From an optimization exercise on the open Yosys and OpenROAD flow, aimed at small area, a short achievable clock period and few clock cycles per item; shortcuts taken in it are not production practice.
Only simulation tests tie the RTL to the original design; equivalence was not proved.
Power figures rest on the tool's default switching activity, not on a simulated workload.

==> flow/design.v <==
`timescale 1ns/1ps
`default_nettype none
module mul_top
(
  input  wire                          clk,
  input  wire                          rst_n,
  input  wire [5-1:0]    awaddr,
  input  wire                          awvalid,
  output logic                         awready,
  input  wire [31:0]                   wdata,
  input  wire                          wvalid,
  output logic                         wready,
  output logic                         bvalid,
  output logic [1:0]           bresp,
  input  wire                          bready,
  input  wire [5-1:0]    araddr,
  input  wire                          arvalid,
  output logic                         arready,
  output logic                         rvalid,
  output logic [31:0]                  rdata,
  output logic [1:0]           rresp,
  input  wire                          rready
);
  logic [31:0] x;           
  logic        xv;          
  logic [31:0] y;           
  logic [31:0] s;           
  logic [31:0] p_lo;        
  logic        pv;          
  logic [3:0]  dq;          
  logic        running;     
  logic [2:0]  cnt;         
  logic        done;        
  logic [31:0] count;
  logic        bv;
  logic        berr;
  logic        rpend;
  logic        rerr;
  logic        sel_x, sel_y, sel_ctrl, sel_lo, sel_hi, sel_cnt;
  logic wr_en;
  logic wr_hit;
  logic start;
  logic x_we;
  logic y_we;
  assign awready = ~running & ~bv;
  assign wready  = awready;
  assign wr_en   = awready & awvalid & wvalid;
  always_comb
  begin
    case (awaddr)
      5'h00,
      5'h04,
      5'h08,
      5'h0C,
      5'h10,
      5'h14: wr_hit = 1'b1;
      default:        wr_hit = 1'b0;
    endcase
  end
  assign x_we  = wr_en & (awaddr == 5'h00);
  assign y_we  = wr_en & (awaddr == 5'h04);
  assign start = wr_en & (awaddr == 5'h08) & wdata[0];
  assign bvalid = bv;
  assign bresp  = {berr, 1'b0};
  always_ff @(posedge clk or negedge rst_n)
  begin
    if (!rst_n)
    begin
      bv <= 1'b0;
      xv <= 1'b0;
      y  <= '0;
    end
    else
    begin
      if (wr_en)
        bv <= 1'b1;
      else if (bready)
        bv <= 1'b0;
      if (x_we)
        xv <= 1'b1;
      if (y_we)
        y <= wdata;
    end
  end
  always_ff @(posedge clk)
  begin
    if (wr_en)
      berr <= ~wr_hit;
    if (x_we)
      x <= wdata;
  end
  logic rd_en;
  logic near_end;
  assign near_end = (cnt == 3'd5) | (cnt == 3'd6) | (cnt == 3'd7);
  assign arready  = ~rpend & (~running | near_end);
  assign rd_en    = arready & arvalid;
  assign rvalid   = rpend & (sel_ctrl | ~running);
  assign rresp    = {rerr, 1'b0};
  always_ff @(posedge clk or negedge rst_n)
  begin
    if (!rst_n)
      rpend <= 1'b0;
    else if (rd_en)
      rpend <= 1'b1;
    else if (rvalid & rready)
      rpend <= 1'b0;
  end
  always_ff @(posedge clk)
  begin
    if (rd_en)
    begin
      sel_x    <= (araddr == 5'h00) & xv;
      sel_y    <= (araddr == 5'h04);
      sel_ctrl <= (araddr == 5'h08);
      sel_lo   <= (araddr == 5'h0C) & pv;
      sel_hi   <= (araddr == 5'h10) & pv;
      sel_cnt  <= (araddr == 5'h14);
      rerr     <= ~((araddr == 5'h00) | (araddr == 5'h04) |
                    (araddr == 5'h08) | (araddr == 5'h0C) |
                    (araddr == 5'h10) | (araddr == 5'h14));
    end
  end
  assign rdata = ({32{sel_x}}   & x)
               | ({32{sel_y}}   & y)
               | ({32{sel_lo}}  & p_lo)
               | ({32{sel_hi}}  & s)
               | ({32{sel_cnt}} & count)
               | {30'd0, sel_ctrl & done, 1'b0};
  function automatic logic [35:0] maj3(input logic [35:0] a, input logic [35:0] b,
                                       input logic [35:0] d);
    maj3 = (a & b) | (a & d) | (b & d);
  endfunction
  logic        step;        
  logic [31:0] s_in;
  logic [35:0] r0, r1, r2, r3, r4;
  logic [35:0] a1, b1, a2, b2, a3, b3;
  logic [35:0] acc;
  assign step = start | running;
  assign s_in = s & {32{running}};
  always_comb
  begin
    r0 = {4'd0, y & {32{dq[0]}}};
    r1 = {3'd0, y & {32{dq[1]}}, 1'd0};
    r2 = {2'd0, y & {32{dq[2]}}, 2'd0};
    r3 = {1'd0, y & {32{dq[3]}}, 3'd0};
    r4 = {4'd0, s_in};
    a1 = r0 ^ r1 ^ r2;
    b1 = maj3(r0, r1, r2) << 1;
    a2 = a1 ^ b1 ^ r3;
    b2 = maj3(a1, b1, r3) << 1;
    a3 = a2 ^ b2 ^ r4;
    b3 = maj3(a2, b2, r4) << 1;
    acc = a3 + b3;
  end
  always_ff @(posedge clk or negedge rst_n)
  begin
    if (!rst_n)
    begin
      running <= 1'b0;
      cnt     <= 3'd0;
      pv      <= 1'b0;
      done    <= 1'b0;
      dq      <= 4'd0;
      count   <= '0;
    end
    else
    begin
      if (start)
      begin
        running <= 1'b1;
        pv      <= 1'b1;
        done    <= 1'b1;
      end
      else if (running & (cnt == 3'd7))
        running <= 1'b0;
      if (step)
        cnt <= cnt + 3'd1;
      if (x_we)
        dq <= wdata[3:0];
      else if (step)
        dq <= x[4*(cnt+3'd1) +: 4] & {4{xv}};
      if (running & (cnt == 3'd7))
        count <= count + 32'd1;
      if (rvalid & rready & sel_ctrl)
        done <= 1'b0;
    end
  end
  always_ff @(posedge clk)
  begin
    if (step)
    begin
      s    <= acc[35:4];
      p_lo <= {acc[3:0], p_lo[31:4]};
    end
  end
endmodule
`default_nettype wire
==> flow/run.sh <==
#!/bin/bash
# synth_recipe.tcl (not shown) runs the flow's synth.tcl, then flattens the netlist and writes it again
# the make line also repeats each setting of config.mk as NAME=value (left out here)
make -C /OpenROAD-flow-scripts/flow DESIGN_CONFIG=/design/flow/config.mk WORK_HOME=/design/flow/orfs CLKGATE_MAP_FILE= SYNTH_SCRIPT=/design/flow/synth_recipe.tcl finish
==> flow/config.mk <==
export PLATFORM = sky130hd
export DESIGN_NAME = mul_top
export DESIGN_NICKNAME = mul_top
export VERILOG_FILES = /design/flow/design.v
export SDC_FILE = /design/flow/constraint.sdc
export NUM_CORES = 4
export LEC_CHECK = 0
export ABC_CLOCK_PERIOD_IN_PS = 2500
export CAP_MARGIN = 20
export CORE_MARGIN = 2
export CORE_UTILIZATION = 40
export SETUP_SLACK_MARGIN = 2.2
export SLEW_MARGIN = 20
==> flow/constraint.sdc <==
create_clock -name core_clock -period 5.0 [get_ports {clk}]
set_input_delay 1.0000 -clock core_clock [delete_from_list [all_inputs] [get_ports {clk}]]
set_output_delay 1.0000 -clock core_clock [all_outputs]
set_load 0.01 [all_outputs]
==> flow_metrics.tcl, run 1 <==
set metrics [dict create \
    outcome "finished clean" \
    routabilityCongestion 0.868 \
    clkSlewWorstSetupHoldPaths_ns 0.08 \
    skew_ns 0.0143 \
    grt_overflow 0 \
    ys_types 67 \
    cts_max_level 4 \
    cts_buffer_depth 2 \
    hold_viol 0 \
    pin_count 90 \
    nNetsFinal 1482 \
    viasPerCell 5.69 \
    grt_pass1_vias 9519 \
    dp_slack_ns 0.121 \
    powerDensity_nw_per_um2 355 \
    initial_core_util 0.407 \
    n_antenna_cell 0 \
    worstSetupPathType "reg2reg" \
    tightest_slew_ns 0.669 \
    drtAntennaViolNets 0 \
    layout.cells.non_filler 1697 \
    synth-seq-cells 181 \
    drive_gt1_frac 0.309 \
    io_buffers 87 \
    numCtsBuffers 17 \
    min_period_ns 4.38 \
    synth_flop_cell "edfxtp_1" \
    dr.pass1.iters 7 \
    hold_buffers 0 \
    ir_worst_vdd_mv 0.265 \
    clock.fmax_mhz 228 \
    cp-start-kind "register" \
    synth_adder_area_share 0.201 \
    synth.area.mux_share 0.0415 \
    dieArea_um2 31600 \
    synth-compound-area-share 0.122 \
    die_y_um 178 \
    post-route-util 0.537 \
    slew_headroom 0.554 \
    synth_top_family_by_area "adder cells" \
    synth_top_area_frac 0.259 \
    grt_usage 0.242 \
    seqPwrFrac 0.359 \
    p_sw_w 0.00212 \
    async_flop_share 0.425 \
    rows 63 \
    hold_path.class "reg2reg" \
    synth_top_cells_by_area "edfxtp_1 (26%), dfrtp_1 (16%), fa_1 (15%), nand2_1 (7.0%), ha_1 (5.0%)" \
    p_leak_nw 6.43 \
    route.vias.total 9661 \
    setup_violations 0 \
    nFillCells 2522 \
    antenna_found_initial 0 \
    root_buffer "clkbuf_16" \
    power_frac_comb 0.405 \
    tritoncts "built" \
    yosys.area_share.simple 0.130 \
    grt_pass1_wl_mm 57.0 \
    yosysWarnings 1 \
    wire_per_inst_um 22.5 \
    critical_path_required_ns 5.20 \
    cp_data_arrival_time_ns 4.59 \
    mappedNetlistArea_um2 12100 \
    area_growth_pct 32.1 \
    route.detailed.drc 0 \
    path_max_fanout 7 \
    synth_edf_count 104 \
    rsz0062_at_grt "true" \
    synth_xor_area_frac 0.0450 \
    insertion_delay_ns 0.45 \
    core_area_um2 29700 \
    cts_sinks 181 \
    p_int_w 0.00354 \
    drv_slew 0 \
    drt_iter0_markers 1019 \
    syn-instance-count 1106 \
    timing.hold.ws_ns 0.441 \
    swShare 0.375 \
    routed_wl_mm 38.2 \
    avgSynthCellArea_um2 10.9 \
    drv_cap 0 \
    worst_slack_ns 0.617 \
    grt_start_max_net_pins 45 \
    cp-end-kind "register" \
    tns_ns 0 \
    clock_power_share 0.237 \
    yosysSeqAreaShare 0.418 \
    dp_hpwl_mm 25.5 \
    die_x_um 178 \
    dp.cells 1556 \
    fin_crit_sh 0.877 \
    synth_top_cell_by_area "edfxtp_1" \
]
power by group through the flow:
stage / sequential [W] / combinational, W / clock, W
2_1_floorplan: 0.00193 / 0.00117 / 0
3_3_place_gp: 0.00211 / 0.00164 / 0
3_5_place_dp: 0.00211 / 0.00165 / 0
4_1_cts: 0.00201 / 0.00203 / 0.00135
5_1_grt: 0.00204 / 0.00246 / 0.00141
6_report: 0.00203 / 0.00229 / 0.00134
final timing paths:
path / from / endpoint / slack (ns) / cells past startpoint
worst max-delay path: dq[2] / s[29] / 0.62 / 14
worst min-delay path: p_lo[17] / p_lo[13] / 0.44 / 0
worst max register to register: dq[2] / s[29] / 0.62 / 14
worst min register to register: p_lo[17] / p_lo[13] / 0.44 / 0
max in group asynchronous: rst_n / dq[1] / 3.37 / 2
min in group asynchronous: rst_n / y[16] / 0.49 / 1
placed cells by master (no fill, tap or decap), types with 8 or more instances in the layout:
cell type / Yosys / routed
a21o_1: 16 / 16
o21ai_0: 31 / 10
ha_1: 48 / 23
inv_1: 77 / 65
nand2_4: 0 / 9
buf_12: 0 / 10
fa_1: 91 / 84
nand3_1: 14 / 14
buf_2: 2 / 32
nand2_1: 224 / 202
ha_4: 0 / 22
o21ai_2: 0 / 11
a222oi_1: 31 / 31
nand4_1: 15 / 15
and2_1: 25 / 23
and3_1: 10 / 8
buf_4: 5 / 77
a21oi_1: 39 / 14
mux2_2: 33 / 33
xnor2_1: 45 / 39
nor2_1: 29 / 23
clkbuf_16: 0 / 19
edfxtp_1: 104 / 104
xor2_1: 17 / 15
a21oi_2: 0 / 17
o21ai_1: 2 / 10
buf_6: 0 / 34
inv_2: 1 / 12
a21oi_4: 0 / 8
nand2_2: 0 / 12
a22oi_1: 34 / 33
dfrtp_1: 77 / 69
clkdlybuf4s50_1: 0 / 48
final cells by class:
| class | count | area (um2) | share of cell area |
|---|---|---|---|
| Clock inverter | 15 | 138 | 0.00862 |
| Clock buffer | 17 | 425 | 0.0266 |
| Inverter | 78 | 319 | 0.0200 |
| Timing Repair Buffer | 219 | 2070 | 0.130 |
| Timing Repair inverter | 2 | 17.5 | 0.00110 |
| Sequential cell | 181 | 5060 | 0.317 |
| Multi-Input combinational cell | 795 | 7440 | 0.466 |
| Tap cell | 390 | 488 | 0.0306 |
metal layers:
layer  vias to the layer above  share of wire  global-route usage
met5                         -              0                   0
met1                      4938           0.42               0.339
li1                       4269              -                   -
met2                       396           0.48               0.392
met4                         0          0.023              0.0587
met3                        58          0.075              0.0407
repair_timing:
| item | CTS | global route |
|---|---|---|
| hold endpoints to repair | 0 | 0 |
| pin swaps | 99 | 130 |
| setup endpoints to repair | 150 | 145 |
| buffers inserted | 62 | 39 |
| resized for setup | 231 | 132 |
| cloned | 6 | 2 |
cells by family (layout without fill, tap and decap cells):
group,count (synthesis),after routing
adders and majority gates,139,139
DFF,181,181
buffers and inverters,131,331
and+or+nand+nor,350,350
muxes,41,41
other,1,2
AOI/OAI and AO/OA,201,201
xor gates and xnor gates,62,62
sequential cells by signal (all words and copies together), names as in the netlist:
name and count:
count 32, p_lo 32, s 32, x 32, y 32, dq 4
cnt 3, berr 1, bv 1, done 1, pv 1, rerr 1
rpend 1, running 1, sel_cnt 1, sel_ctrl 1, sel_hi 1, sel_lo 1
sel_x 1, sel_y 1, xv 1
cells in the mapped netlist (3+ instances only):
| cell type | number |
|---|---|
| dfrtp_1 | 77 |
| a211o_1 | 3 |
| mux2_2 | 33 |
| o211ai_1 | 6 |
| and2_1 | 25 |
| o21ai_0 | 31 |
| a211oi_1 | 5 |
| a21oi_1 | 39 |
| fa_1 | 91 |
| a222oi_1 | 31 |
| ha_1 | 48 |
| inv_1 | 77 |
| edfxtp_1 | 104 |
| nor2_1 | 29 |
| a22oi_1 | 34 |
| and3_1 | 10 |
| and4_1 | 4 |
| nor3_1 | 6 |
| a2bb2oi_1 | 5 |
| buf_1 | 3 |
| a21o_1 | 16 |
| nand4_1 | 15 |
| buf_4 | 5 |
| o21bai_1 | 5 |
| mux4_2 | 4 |
| nand2b_1 | 4 |
| nand3_1 | 14 |
| a31oi_1 | 3 |
| xnor2_1 | 45 |
| mux2i_1 | 4 |
| or3_1 | 4 |
| nand2_1 | 224 |
| xor2_1 | 17 |
| clkbuf_1 | 43 |
critical path: stages (launching register included):
cell       delay [ns]
dfrtp_2          0.46
buf_12           0.17
nand2_1          0.09
fa_1             0.54
fa_1             0.53
fa_1             0.55
inv_1            0.06
ha_4             0.25
and3_4           0.17
a221oi_4         0.31
o2bb2ai_4        0.14
a31o_4           0.27
a221oi_4         0.31
o221ai_2         0.14
xor2_1           0.15
stage by stage:
step                      power (W)  area [um2]
after floorplan             0.00309       12500
after global placement      0.00375       13700
after CTS                   0.00539       15200
after detailed placement    0.00376       13700
final                       0.00566       16000
after global routing        0.00591       16000
Testbench counts, summed over its fixed seeds: cycles 48,000, ops 3,200.
==> run 2: changes to the inputs <==
==> flow/config.mk (replaced) <==
export PLATFORM = sky130hd
export DESIGN_NAME = mul_top
export DESIGN_NICKNAME = mul_top
export VERILOG_FILES = /design/flow/design.v
export SDC_FILE = /design/flow/constraint.sdc
export NUM_CORES = 4
export LEC_CHECK = 0
export CAP_MARGIN = 20
export CORE_MARGIN = 2
export CORE_UTILIZATION = 40
export SLEW_MARGIN = 20
==> run 2 against run 1 <==
  * Power is 11% lower
  * Fmax fell by 7.4%
  * Synthesized area stayed put
  * Flip-flop and latch count did not move
  * Critical path type unchanged
  * Sequential share of layout area rose by 4.3 points
  * Die area is the same
==> flow_metrics.tcl, run 2 <==
set metrics [dict create \
    synth_top_area_frac 0.259 \
    grt_pass1_vias 8952 \
    die_x_um 178 \
    p_int_w 0.00317 \
    cp-start-kind "register" \
    hold_viol 0 \
    critical_path_required_ns 5.21 \
    cts_setup_buffers 0 \
    min_period_ns 4.73 \
    placed_cell_area_um2 13400 \
    dr.pass1.iters 7 \
    routed_wl_mm 33.5 \
    pin_count 90 \
    core_area_um2 29700 \
    tritoncts "built" \
    initial_core_util 0.407 \
    outcome "finished clean" \
    nFillCells 2734 \
    synthMostInstantiatedCell "nand2_1" \
    cts_buffer_depth 2 \
    path_max_fanout 13 \
    final_cell_mix "nand2_1 (224), edfxtp_1 (104), fa_1 (91)" \
    clock_power_share 0.280 \
    p_leak_nw 5.57 \
    drt_iter0_markers 1057 \
    viasPerCell 5.65 \
    multiInputGateArea_um2 6530 \
    synth_top_cells_by_area "edfxtp_1 (26%), dfrtp_1 (16%), fa_1 (15%), nand2_1 (7.0%), ha_1 (5.0%)" \
    route.detailed.drc 0 \
    skew_ns 0.0173 \
    route.vias.total 8957 \
    synth-seq-cells 181 \
    io_buffers 87 \
    p_sw_w 0.00184 \
    root_buffer "clkbuf_16" \
    cp-end-kind "register" \
    antenna_found_initial 0 \
    drv_slew 0 \
    drive_gt1_frac 0.0889 \
    dp_hpwl_mm 24.8 \
    die_y_um 178 \
    power_frac_comb 0.309 \
    grt_pass1_wl_mm 52.5 \
    slew_headroom 0.297 \
    yosysSeqAreaShare 0.418 \
    grt_start_max_net_pins 53 \
    ir_worst_vdd_mv 0.234 \
    yosysWarnings 1 \
    drtAntennaViolNets 0 \
    tns_ns 0 \
    wl_met1_mm 14.7 \
    routabilityCongestion 0.884 \
    ff_latch_area_um2 5050 \
    fin_area_um2 14000 \
    highest_layer "met4" \
    cp_data_arrival_time_ns 4.94 \
    avgSynthCellArea_um2 10.9 \
    tightest_slew_ns 1.06 \
    cts_max_level 4 \
    rsz0062_at_grt "false" \
    grt_overflow 0 \
    hold_path.class "reg2reg" \
    r2r_setup_slack_ns 0.27 \
    nNetsFinal 1368 \
    clock.fmax_mhz 211 \
    synth_flop_cell "edfxtp_1" \
    final_common_cell "nand2_1" \
    seqPwrFrac 0.411 \
    powerDensity_nw_per_um2 358 \
    fin_crit_sh 0.946 \
    synth_edf_count 104 \
    clkSlewWorstSetupHoldPaths_ns 0.09 \
    async_flop_share 0.425 \
    mappedNetlistArea_um2 12100 \
    dr_wl_met2_mm 15.4 \
    insertion_delay_ns 0.45 \
    dieArea_um2 31600 \
    dr_wl_met3_mm 2.69 \
    worstSetupPathType "reg2reg" \
    setup_violations 0 \
    drv_cap 0 \
    syn-instance-count 1106 \
    synthTopCellsByCount "nand2_1 (224), edfxtp_1 (104), fa_1 (91)" \
    numCtsBuffers 17 \
    wire_per_inst_um 21.1 \
    synth_top_cell_by_area "edfxtp_1" \
    ys_types 67 \
    swShare 0.367 \
    cts_sinks 181 \
    grt_usage 0.222 \
    area_growth_pct 15.9 \
    rows 63 \
]
## run 2: final timing paths
kind / cells past startpoint / from / to
max in group asynchronous: 2 / rst_n / dq[0]
min: 0 / p_lo[6] / p_lo[2]
max reg2reg: 14 / dq[0] / s[29]
min in group asynchronous: 1 / rst_n / y[11]
max: 14 / dq[0] / s[29]
min reg2reg: 0 / p_lo[6] / p_lo[2]
## run 2: what timing repair did
| action | in CTS | in global routing |
|---|---|---|
| hold buffers | 0 | 0 |
| gates resized for setup | 0 | 1 |
| setup endpoints to repair | 0 | 1 |
## run 2: per-layer routing
layer / global-route usage / up-vias
met5: 0 / -
met4: 0.0652 / 0
met3: 0.0433 / 43
met2: 0.342 / 396
met1: 0.316 / 4466
li1: - / 4052
## run 2: stage by stage
stage / setup slack [ns] / power [W] / hold WS [ns] / util / instances
floorplan: 0.513 / 0.00296 / 0.427 / - / 1107
global placement: 0.317 / 0.00363 / 0.440 / 0.451 / 1551
detailed placement: 0.273 / 0.00364 / 0.442 / 0.451 / 1551
CTS: 0.281 / 0.00505 / 0.457 / 0.471 / 1583
finish: 0.269 / 0.00501 / 0.454 / 0.471 / 1584
global route: 0.0188 / 0.00529 / 0.462 / 0.471 / 1583
## run 2: power groups by stage
stage	clock, W	sequential [W]	combinational (W)
floorplan	0	0.00192	0.00104
global placement	0	0.00209	0.00155
detailed placement	0	0.00209	0.00155
CTS	0.00143	0.00206	0.00156
global route	0.00149	0.00208	0.00172
finish	0.00140	0.00206	0.00155
## run 2: layout make-up
type | instances | area share
multi-input combinational | 795 | 0.466
inverter | 78 | 0.0209
antenna | 1 | 0.000179
timing repair buffer | 107 | 0.0736
clock inverter | 15 | 0.0132
sequential | 181 | 0.361
clock buffer | 17 | 0.0304
tap | 390 | 0.0348
## run 2: cell families after synthesis
group,Yosys count,share of synthesized area
AO/OA/AOI/OAI,201,0.122
XOR/XNOR,62,0.0450
adder cells (fa/ha/maj),139,0.201
buffers and inverters,131,0.0425
flip-flops,181,0.418
multiplexers,41,0.0415
other,1,0.000310
AND/OR/NAND/NOR,350,0.130
## run 2: worst max-delay path, cell delays in order (launching register included)
cell and delay (ns):
dfrtp_1 0.44, buf_4 0.25, nand2_1 0.11, fa_1 0.52, fa_1 0.52, fa_1 0.54
inv_1 0.04, ha_1 0.35, a21oi_1 0.30, o221ai_1 0.19, a221o_1 0.35, a31o_2 0.26
a221oi_4 0.31, o221ai_2 0.16, xor2_1 0.15

-- what the ideal ports hide --
The results above use ideal ports. As a check the final layouts listed here were re-extracted and re-timed, cells and wires unchanged. Step 1 (the two cells are an assumption about what drives the block):
set clk [get_ports {clk}]
set_driving_cell -lib_cell sky130_fd_sc_hd__clkbuf_16 $clk
set_driving_cell -lib_cell sky130_fd_sc_hd__buf_2 [delete_from_list [all_inputs] $clk]
Step 2 adds t to the input delays and takes it off the output delays; t is the mean of the earliest and latest rising clock arrival at the registers after step 1. Input paths then give back, and output paths get back, about the clock's delay inside the block. Slacks: ideal ports / drivers / drivers and shift; pairs: ideal ports / drivers.
| run | t, ns | setup slack, ns | slew at the worst register clock pin (ns) | cell pins on the clock port's net |
|---|---|---|---|---|
| run 1 | 0.490 | 0.617 / 0.617 / 0.617 | 0.08 / 0.08 | 1 |
| run 2 | 0.489 | 0.269 / 0.269 / 0.269 | 0.09 / 0.09 | 1 |
After both steps setup and hold are still met in every run listed.
